Source: an optimization exercise on an open RTL-to-GDS flow (aim: a short achievable clock period and few clock cycles). Production flows keep margins and buffers that such runs may drop.
RTL that was checked went through simulation tests only; none was proved equivalent to the original.
Power figures rest on the tool's default switching activity, not on a simulated workload.

== rev 12 ==
==> flow/design.v <==
package bpq_pkg;
   localparam int FIELD_VALUE_W = 32;
   localparam int FIELD_PRIO_W  = 8;
   localparam int STATUS_W      = 2;
   localparam int FILL_W        = 5;
   localparam logic OP_PUSH = 1'b0;
   localparam logic OP_POP  = 1'b1;
   localparam logic [STATUS_W-1:0] STATUS_OK    = 2'd0;
   localparam logic [STATUS_W-1:0] STATUS_FULL  = 2'd1;
   localparam logic [STATUS_W-1:0] STATUS_EMPTY = 2'd2;
   typedef struct packed {
      logic accept;
      logic scan_issue;
      logic scan_end;
      logic shift_wr;
      logic finish_pop;
      logic emit;
   } cmd_type;
   typedef struct packed {
      logic req_pop;
      logic full;
      logic empty;
      logic scan_last;
      logic shift_done;
      logic out_free;
   } stat_type;
endpackage
module bounded_priority_queue_fifo_tiebreak #(
   parameter int QUEUE_DEPTH    = 16,
   parameter int VALUE_WIDTH    = 32,
   parameter int PRIORITY_WIDTH = 8
) (
   input  logic                                     clock,
   input  logic                                     reset,
   input  logic                                     req_valid,
   output logic                                     req_ready,
   input  logic                                     req_opcode,
   input  logic signed [bpq_pkg::FIELD_VALUE_W-1:0] req_in_value,
   input  logic        [bpq_pkg::FIELD_PRIO_W-1:0]  req_in_priority,
   output logic                                     rsp_valid,
   input  logic                                     rsp_ready,
   output logic        [bpq_pkg::STATUS_W-1:0]      rsp_status,
   output logic signed [bpq_pkg::FIELD_VALUE_W-1:0] rsp_out_value,
   output logic        [bpq_pkg::FIELD_PRIO_W-1:0]  rsp_out_priority,
   output logic        [bpq_pkg::FILL_W-1:0]        rsp_fill_count
);
   localparam int D     = QUEUE_DEPTH;
   localparam int VW    = bpq_pkg::FIELD_VALUE_W;
   localparam int PW    = bpq_pkg::FIELD_PRIO_W;
   localparam int SW    = bpq_pkg::STATUS_W;
   localparam int FW    = bpq_pkg::FILL_W;
   localparam int RW    = SW + VW + PW + FW;    
   localparam int NBUF  = 3;                    
   logic rdy;
   logic acc;
   assign acc = req_valid & rdy;
   logic          a_v;
   logic          a_op;
   logic [VW-1:0] a_val;
   logic [PW-1:0] a_pri;
   logic [D-1:0]  a_g;       
   logic          a_g_b;     
   logic          a_g_a;     
   logic [VW-1:0] b_val;
   logic [PW-1:0] b_pri;
   logic [D-1:0]  m_new, m_prev, m_keep;    
   logic [D-1:0]  p_new, p_prev, p_keep;
   logic [D-1:0][VW-1:0] q_val;
   logic [D-1:0][PW-1:0] q_pri;
   logic [D-1:0]         q_v;
   logic [D:0]           fill_oh;
   logic [D-1:0] g;
   always_comb begin
      for (int i = 0; i < D; i++) begin
         g[i] = q_v[i] & (q_pri[i] >= req_in_priority);
      end
   end
   always_ff @(posedge clock) begin
      a_op  <= req_opcode;
      a_val <= req_in_value;
      a_pri <= req_in_priority;
      a_g   <= g;
      a_g_b <= (b_pri >= req_in_priority);
      a_g_a <= (a_pri >= req_in_priority);
      if (reset) a_v <= 1'b0;
      else       a_v <= acc;
   end
   logic [D-1:0][VW-1:0] n_val;
   logic [D-1:0][PW-1:0] n_pri;
   logic [D-1:0]         n_v;
   logic [D-1:0]         m_next;
   always_comb begin
      for (int i = 0; i < D; i++) begin
         m_next[i] = ~(m_new[i] | m_prev[i] | m_keep[i]);
         n_val[i] = ({VW{m_keep[i]}} & q_val[i]) | ({VW{m_new[i]}} & b_val);
         n_pri[i] = ({PW{m_keep[i]}} & q_pri[i]) | ({PW{m_new[i]}} & b_pri);
         n_v[i]   = (m_keep[i] & q_v[i]) | m_new[i];
         if (i < D - 1) begin
            n_val[i] = n_val[i] | ({VW{m_next[i]}} & q_val[i+1]);
            n_pri[i] = n_pri[i] | ({PW{m_next[i]}} & q_pri[i+1]);
            n_v[i]   = n_v[i]   | (m_next[i] & q_v[i+1]);
         end
         if (i > 0) begin
            n_val[i] = n_val[i] | ({VW{m_prev[i]}} & q_val[i-1]);
            n_pri[i] = n_pri[i] | ({PW{m_prev[i]}} & q_pri[i-1]);
            n_v[i]   = n_v[i]   | (m_prev[i] & q_v[i-1]);
         end
      end
   end
   logic [D-1:0] g1, ge;
   logic [D-1:0] p_next;
   logic         a_push, a_pop;
   logic [D-1:0] d_new, d_prev, d_keep;
   always_comb begin
      for (int i = 0; i < D; i++) begin
         p_next[i] = ~(p_new[i] | p_prev[i] | p_keep[i]);
         g1[i] = (p_keep[i] & a_g[i]) | (p_new[i] & a_g_b);
         if (i < D - 1) g1[i] = g1[i] | (p_next[i] & a_g[i+1]);
         if (i > 0)     g1[i] = g1[i] | (p_prev[i] & a_g[i-1]);
      end
      for (int i = 0; i < D; i++) begin
         ge[i] = (m_keep[i] & g1[i]) | (m_new[i] & a_g_a);
         if (i < D - 1) ge[i] = ge[i] | (m_next[i] & g1[i+1]);
         if (i > 0)     ge[i] = ge[i] | (m_prev[i] & g1[i-1]);
      end
      a_push = a_v & (a_op == bpq_pkg::OP_PUSH) & ~n_v[D-1];
      a_pop  = a_v & (a_op == bpq_pkg::OP_POP)  &  n_v[0];
      for (int i = 0; i < D; i++) begin
         if (i == 0) begin
            d_new[i]  = a_push & ~ge[0];
            d_prev[i] = 1'b0;
         end else begin
            d_new[i]  = a_push & ~ge[i] &  ge[i-1];
            d_prev[i] = a_push & ~ge[i] & ~ge[i-1];
         end
         d_keep[i] = ~(a_pop | (a_push & ~ge[i]));
      end
   end
   always_ff @(posedge clock) begin
      b_val <= a_val;
      b_pri <= a_pri;
      q_val <= n_val;
      q_pri <= n_pri;
      if (reset) begin
         m_new  <= '0;
         m_prev <= '0;
         m_keep <= '1;
         p_new  <= '0;
         p_prev <= '0;
         p_keep <= '1;
         q_v    <= '0;
      end else begin
         m_new  <= d_new;
         m_prev <= d_prev;
         m_keep <= d_keep;
         p_new  <= m_new;
         p_prev <= m_prev;
         p_keep <= m_keep;
         q_v    <= n_v;
      end
   end
   logic [D:0]       r_fill_oh;
   logic [SW-1:0]    r_status;
   logic [VW-1:0]    r_val;
   logic [PW-1:0]    r_pri;
   logic [FW-1:0]    r_fill;
   logic [RW-1:0]    r_all;
   always_comb begin
      r_val     = '0;
      r_pri     = '0;
      r_fill_oh = fill_oh;
      if (a_op == bpq_pkg::OP_PUSH) begin
         r_status = n_v[D-1] ? bpq_pkg::STATUS_FULL : bpq_pkg::STATUS_OK;
         if (!fill_oh[D]) r_fill_oh = {fill_oh[D-1:0], 1'b0};
      end else begin
         r_status = n_v[0] ? bpq_pkg::STATUS_OK : bpq_pkg::STATUS_EMPTY;
         if (n_v[0]) begin
            r_val  = n_val[0];
            r_pri  = n_pri[0];
         end
         if (!fill_oh[0]) r_fill_oh = {1'b0, fill_oh[D:1]};
      end
      r_fill = '0;
      for (int k = 0; k <= D; k++) begin
         r_fill = r_fill | ({FW{r_fill_oh[k]}} & FW'(k));
      end
      r_all = {r_status, r_val, r_pri, r_fill};
   end
   logic [NBUF-1:0][RW-1:0] f_data;
   logic [1:0]              f_wr, f_rd, f_rd1;
   logic [1:0]              f_cnt;
   logic                    take;
   logic [RW-1:0]           o_stay, o_step;
   logic [RW-1:0]           o_data;
   logic                    o_v;
   logic [2:0]              held;
   logic                    rdy_in;
   assign take  = o_v & rsp_ready;
   assign f_rd1 = (f_rd == 2'(NBUF - 1)) ? 2'd0 : f_rd + 2'd1;
   assign o_stay = (f_cnt == 2'd0) ? r_all : f_data[f_rd];
   assign o_step = (f_cnt == 2'd1) ? r_all : f_data[f_rd1];
   always_ff @(posedge clock) begin
      if (a_v) f_data[f_wr] <= r_all;
      o_data <= take ? o_step : o_stay;
      if (reset) begin
         fill_oh <= (D+1)'(1);
         f_wr  <= 2'd0;
         f_rd  <= 2'd0;
         f_cnt <= 2'd0;
         o_v   <= 1'b0;
      end else begin
         if (a_v)  fill_oh <= r_fill_oh;
         if (a_v)  f_wr <= (f_wr == 2'(NBUF - 1)) ? 2'd0 : f_wr + 2'd1;
         if (take) f_rd <= f_rd1;
         f_cnt <= f_cnt + 2'(a_v) - 2'(take);
         o_v   <= (f_cnt != 2'd0 && !(f_cnt == 2'd1 && take)) | a_v;
      end
   end
   assign held = 3'(a_v) + 3'(f_cnt);
   always_comb begin
      case (held)
         3'd0, 3'd1: rdy_in = 1'b1;
         3'd2:       rdy_in = ~acc | take;
         3'd3:       rdy_in = ~acc & take;
         default:    rdy_in = 1'b0;
      endcase
   end
   always_ff @(posedge clock) begin
      if (reset) rdy <= 1'b1;
      else       rdy <= rdy_in;
   end
   assign req_ready        = rdy;
   assign rsp_valid        = o_v;
   assign rsp_status       = o_data[RW-1 -: SW];
   assign rsp_out_value    = o_data[VW+PW+FW-1 -: VW];
   assign rsp_out_priority = o_data[PW+FW-1 -: PW];
   assign rsp_fill_count   = o_data[FW-1:0];
endmodule
Settings: LEC_CHECK=0, ABC_CLOCK_PERIOD_IN_PS=1500, CAP_MARGIN=20, CORE_MARGIN=2, CORE_UTILIZATION=50, SETUP_SLACK_MARGIN=3.3, SLEW_MARGIN=20; clock period 5.0 ns.
run.sh (not shown) runs the stock make flow with config.mk's settings and CLKGATE_MAP_FILE= SYNTH_SCRIPT=/design/flow/synth_recipe.tcl, a recipe that flattens the netlist after the stock synthesis.
Testbench counts of rev 12, summed over its fixed seeds: cycles 24,016.
Edits applied to the flow inputs when going from rev 12 to rev 13:
--- a/flow/design.v
+++ b/flow/design.v
@@ -53,12 +53,13 @@
    localparam int NBUF  = 3;                    
    logic rdy;
    logic acc;
    assign acc = req_valid & rdy;
    logic          a_v;
    logic          a_op;
+   logic          a_rd;      
    logic [VW-1:0] a_val;
    logic [PW-1:0] a_pri;
    logic [D-1:0]  a_g;       
    logic          a_g_b;     
    logic          a_g_a;     
    logic [VW-1:0] b_val;
@@ -66,20 +67,22 @@
    logic [D-1:0]  m_new, m_prev, m_keep;    
    logic [D-1:0]  p_new, p_prev, p_keep;
    logic [D-1:0][VW-1:0] q_val;
    logic [D-1:0][PW-1:0] q_pri;
    logic [D-1:0]         q_v;
    logic [D:0]           fill_oh;
+   logic [FW-1:0]        fill_push, fill_pop;
    logic [D-1:0] g;
    always_comb begin
       for (int i = 0; i < D; i++) begin
          g[i] = q_v[i] & (q_pri[i] >= req_in_priority);
       end
    end
    always_ff @(posedge clock) begin
       a_op  <= req_opcode;
+      a_rd  <= req_opcode & req_valid;
       a_val <= req_in_value;
       a_pri <= req_in_priority;
       a_g   <= g;
       a_g_b <= (b_pri >= req_in_priority);
       a_g_a <= (a_pri >= req_in_priority);
       if (reset) a_v <= 1'b0;
@@ -157,37 +160,39 @@
          p_prev <= m_prev;
          p_keep <= m_keep;
          q_v    <= n_v;
       end
    end
    logic [D:0]       r_fill_oh;
+   logic [D:0]       k_fill_oh;
+   logic [FW-1:0]    k_fill_push, k_fill_pop;
    logic [SW-1:0]    r_status;
    logic [VW-1:0]    r_val;
    logic [PW-1:0]    r_pri;
    logic [FW-1:0]    r_fill;
    logic [RW-1:0]    r_all;
    always_comb begin
-      r_val     = '0;
-      r_pri     = '0;
+      r_val     = {VW{a_rd & n_v[0]}} & n_val[0];
+      r_pri     = {PW{a_rd & n_v[0]}} & n_pri[0];
       r_fill_oh = fill_oh;
       if (a_op == bpq_pkg::OP_PUSH) begin
          r_status = n_v[D-1] ? bpq_pkg::STATUS_FULL : bpq_pkg::STATUS_OK;
          if (!fill_oh[D]) r_fill_oh = {fill_oh[D-1:0], 1'b0};
       end else begin
          r_status = n_v[0] ? bpq_pkg::STATUS_OK : bpq_pkg::STATUS_EMPTY;
-         if (n_v[0]) begin
-            r_val  = n_val[0];
-            r_pri  = n_pri[0];
-         end
          if (!fill_oh[0]) r_fill_oh = {1'b0, fill_oh[D:1]};
       end
-      r_fill = '0;
-      for (int k = 0; k <= D; k++) begin
-         r_fill = r_fill | ({FW{r_fill_oh[k]}} & FW'(k));
-      end
-      r_all = {r_status, r_val, r_pri, r_fill};
+      r_fill = (a_op == bpq_pkg::OP_PUSH) ? fill_push : fill_pop;
+      r_all  = {r_status, r_val, r_pri, r_fill};
+      k_fill_oh   = a_v ? r_fill_oh : fill_oh;
+      k_fill_push = FW'(D);
+      k_fill_pop  = '0;
+      for (int k = 0; k < D; k++) begin
+         k_fill_push = k_fill_oh[k]   ? FW'(k + 1) : k_fill_push;
+         k_fill_pop  = k_fill_oh[k+1] ? FW'(k)     : k_fill_pop;
+      end
    end
    logic [NBUF-1:0][RW-1:0] f_data;
    logic [1:0]              f_wr, f_rd, f_rd1;
    logic [1:0]              f_cnt;
    logic                    take;
    logic [RW-1:0]           o_stay, o_step;
@@ -201,18 +206,22 @@
    assign o_step = (f_cnt == 2'd1) ? r_all : f_data[f_rd1];
    always_ff @(posedge clock) begin
       if (a_v) f_data[f_wr] <= r_all;
       o_data <= take ? o_step : o_stay;
       if (reset) begin
          fill_oh <= (D+1)'(1);
+         fill_push <= FW'(1);
+         fill_pop  <= '0;
          f_wr  <= 2'd0;
          f_rd  <= 2'd0;
          f_cnt <= 2'd0;
          o_v   <= 1'b0;
       end else begin
-         if (a_v)  fill_oh <= r_fill_oh;
+         fill_oh   <= k_fill_oh;
+         fill_push <= k_fill_push;
+         fill_pop  <= k_fill_pop;
          if (a_v)  f_wr <= (f_wr == 2'(NBUF - 1)) ? 2'd0 : f_wr + 2'd1;
          if (take) f_rd <= f_rd1;
          f_cnt <= f_cnt + 2'(a_v) - 2'(take);
          o_v   <= (f_cnt != 2'd0 && !(f_cnt == 2'd1 && take)) | a_v;
       end
    end
### Flow results
- Against rev 12, final cell area excluding filler cells in rev 13 fell by a few percent.
- Rev 13 has more flip-flops than rev 12.
- Taking rev 12 as the reference, in rev 13 worst-case setup margin in the final layout has decreased; pin slew with the least headroom to its limit has increased; synthesized cell count has increased; area growth from synthesis to layout has decreased.
- Compared with rev 12, number of nets in the layout in rev 13 increased by a few percent.
- In rev 13, number of global-route vias before repair is lower than in rev 12.
- When rev 13 is set beside rev 12, its proportion of power drawn by flip-flops and latches turns out to be 0.7 points larger.
Testbench counts of rev 13, summed over its fixed seeds: cycles 24,016.

Starts from the design.v that is shown in full above.
clock: 5.0 ns
lec_check: 0
abc_clock_period_in_ps: 1000
cap_margin: 20
core_margin: 2
core_utilization: 55
setup_slack_margin: 3.5
slew_margin: 20
Testbench counts at the start, summed over its fixed seeds: cycles 24,016.
Change:
--- a/flow/design.v
+++ b/flow/design.v
@@ -51,6 +51,7 @@
    localparam int FW    = bpq_pkg::FILL_W;
    localparam int RW    = SW + VW + PW + FW;    
    localparam int NBUF  = 3;                    
+   localparam int CNT_W = $clog2(D + 1);
    logic rdy;
    logic acc;
    assign acc = req_valid & rdy;
@@ -61,6 +62,7 @@
    logic [D-1:0]  a_g;       
    logic          a_g_b;     
    logic          a_g_a;     
+   logic          b_push, b_pop;
    logic [VW-1:0] b_val;
    logic [PW-1:0] b_pri;
    logic [D-1:0]  m_new, m_prev, m_keep;    
@@ -68,7 +70,7 @@
    logic [D-1:0][VW-1:0] q_val;
    logic [D-1:0][PW-1:0] q_pri;
    logic [D-1:0]         q_v;
-   logic [D:0]           fill_oh;
+   logic [CNT_W-1:0]     cnt;
    logic [D-1:0] g;
    always_comb begin
       for (int i = 0; i < D; i++) begin
@@ -88,6 +90,7 @@
    logic [D-1:0][VW-1:0] n_val;
    logic [D-1:0][PW-1:0] n_pri;
    logic [D-1:0]         n_v;
+   logic [CNT_W-1:0]     n_cnt;
    logic [D-1:0]         m_next;
    always_comb begin
       for (int i = 0; i < D; i++) begin
@@ -106,6 +109,9 @@
             n_v[i]   = n_v[i]   | (m_prev[i] & q_v[i-1]);
          end
       end
+      n_cnt = cnt;
+      if (b_push)     n_cnt = cnt + CNT_W'(1);
+      else if (b_pop) n_cnt = cnt - CNT_W'(1);
    end
    logic [D-1:0] g1, ge;
    logic [D-1:0] p_next;
@@ -142,6 +148,8 @@
       q_val <= n_val;
       q_pri <= n_pri;
       if (reset) begin
+         b_push <= 1'b0;
+         b_pop  <= 1'b0;
          m_new  <= '0;
          m_prev <= '0;
          m_keep <= '1;
@@ -149,7 +157,10 @@
          p_prev <= '0;
          p_keep <= '1;
          q_v    <= '0;
+         cnt    <= '0;
       end else begin
+         b_push <= a_push;
+         b_pop  <= a_pop;
          m_new  <= d_new;
          m_prev <= d_prev;
          m_keep <= d_keep;
@@ -157,32 +168,31 @@
          p_prev <= m_prev;
          p_keep <= m_keep;
          q_v    <= n_v;
-      end
-   end
-   logic [D:0]       r_fill_oh;
+         cnt    <= n_cnt;
+      end
+   end
+   logic [CNT_W-1:0] n_cnt_p1, n_cnt_m1;
    logic [SW-1:0]    r_status;
    logic [VW-1:0]    r_val;
    logic [PW-1:0]    r_pri;
    logic [FW-1:0]    r_fill;
    logic [RW-1:0]    r_all;
    always_comb begin
-      r_val     = '0;
-      r_pri     = '0;
-      r_fill_oh = fill_oh;
+      n_cnt_p1 = n_cnt + CNT_W'(1);
+      n_cnt_m1 = n_cnt - CNT_W'(1);
+      r_val    = '0;
+      r_pri    = '0;
+      r_fill   = FW'(n_cnt);
       if (a_op == bpq_pkg::OP_PUSH) begin
          r_status = n_v[D-1] ? bpq_pkg::STATUS_FULL : bpq_pkg::STATUS_OK;
-         if (!fill_oh[D]) r_fill_oh = {fill_oh[D-1:0], 1'b0};
+         if (!n_v[D-1]) r_fill = FW'(n_cnt_p1);
       end else begin
          r_status = n_v[0] ? bpq_pkg::STATUS_OK : bpq_pkg::STATUS_EMPTY;
          if (n_v[0]) begin
             r_val  = n_val[0];
             r_pri  = n_pri[0];
-         end
-         if (!fill_oh[0]) r_fill_oh = {1'b0, fill_oh[D:1]};
-      end
-      r_fill = '0;
-      for (int k = 0; k <= D; k++) begin
-         r_fill = r_fill | ({FW{r_fill_oh[k]}} & FW'(k));
+            r_fill = FW'(n_cnt_m1);
+         end
       end
       r_all = {r_status, r_val, r_pri, r_fill};
    end
@@ -203,13 +213,11 @@
       if (a_v) f_data[f_wr] <= r_all;
       o_data <= take ? o_step : o_stay;
       if (reset) begin
-         fill_oh <= (D+1)'(1);
          f_wr  <= 2'd0;
          f_rd  <= 2'd0;
          f_cnt <= 2'd0;
          o_v   <= 1'b0;
       end else begin
-         if (a_v)  fill_oh <= r_fill_oh;
          if (a_v)  f_wr <= (f_wr == 2'(NBUF - 1)) ? 2'd0 : f_wr + 2'd1;
          if (take) f_rd <= f_rd1;
          f_cnt <= f_cnt + 2'(a_v) - 2'(take);
Total power is lower by about 2.8%.
Setup slack got worse by 0.062 ns.
Die area fell by about 3%.
First-iteration DRC count went down by 8.0%.
Global-route usage came out lower by 1.8 points.
Utilization goes down by 1.6 points.
Synthesized area decreases by about 3%.
Only the layout flow was run in the second run of this note; the RTL was not checked for function there.

re-timing with driven ports:
How much do the figures lean on ideal ports? The routed layouts below were timed once more, with nothing changed but the port constraints.
Step 1, drivers: a clkbuf_16 drives clock and a buf_2 each remaining input, both assumed.
Step 2 times the ports against the registers' clock, not the clock port: input delays grow and output delays shrink by t, the midpoint of the rising clock arrivals with the driver on.
a / b / c = ideal ports / drivers / drivers and shift; a / b = the first two.
run	shift t [ns]	setup slack, ns	worst setup path at the end
rev 12	0.760	2.823 / 2.755 / 2.331	input to register
rev 13	0.768	2.798 / 2.727 / 2.337	input to register
the first run of note 2	0.762	2.811 / 2.743 / 2.436	input to register
the second run of note 2	0.749	2.750 / 2.750 / 2.274	input to register
After both steps setup and hold are still met in every run listed. For rev 12, which loses most, drivers alone change the setup slack by -0.068 ns; drivers and shift together by -0.492 ns.
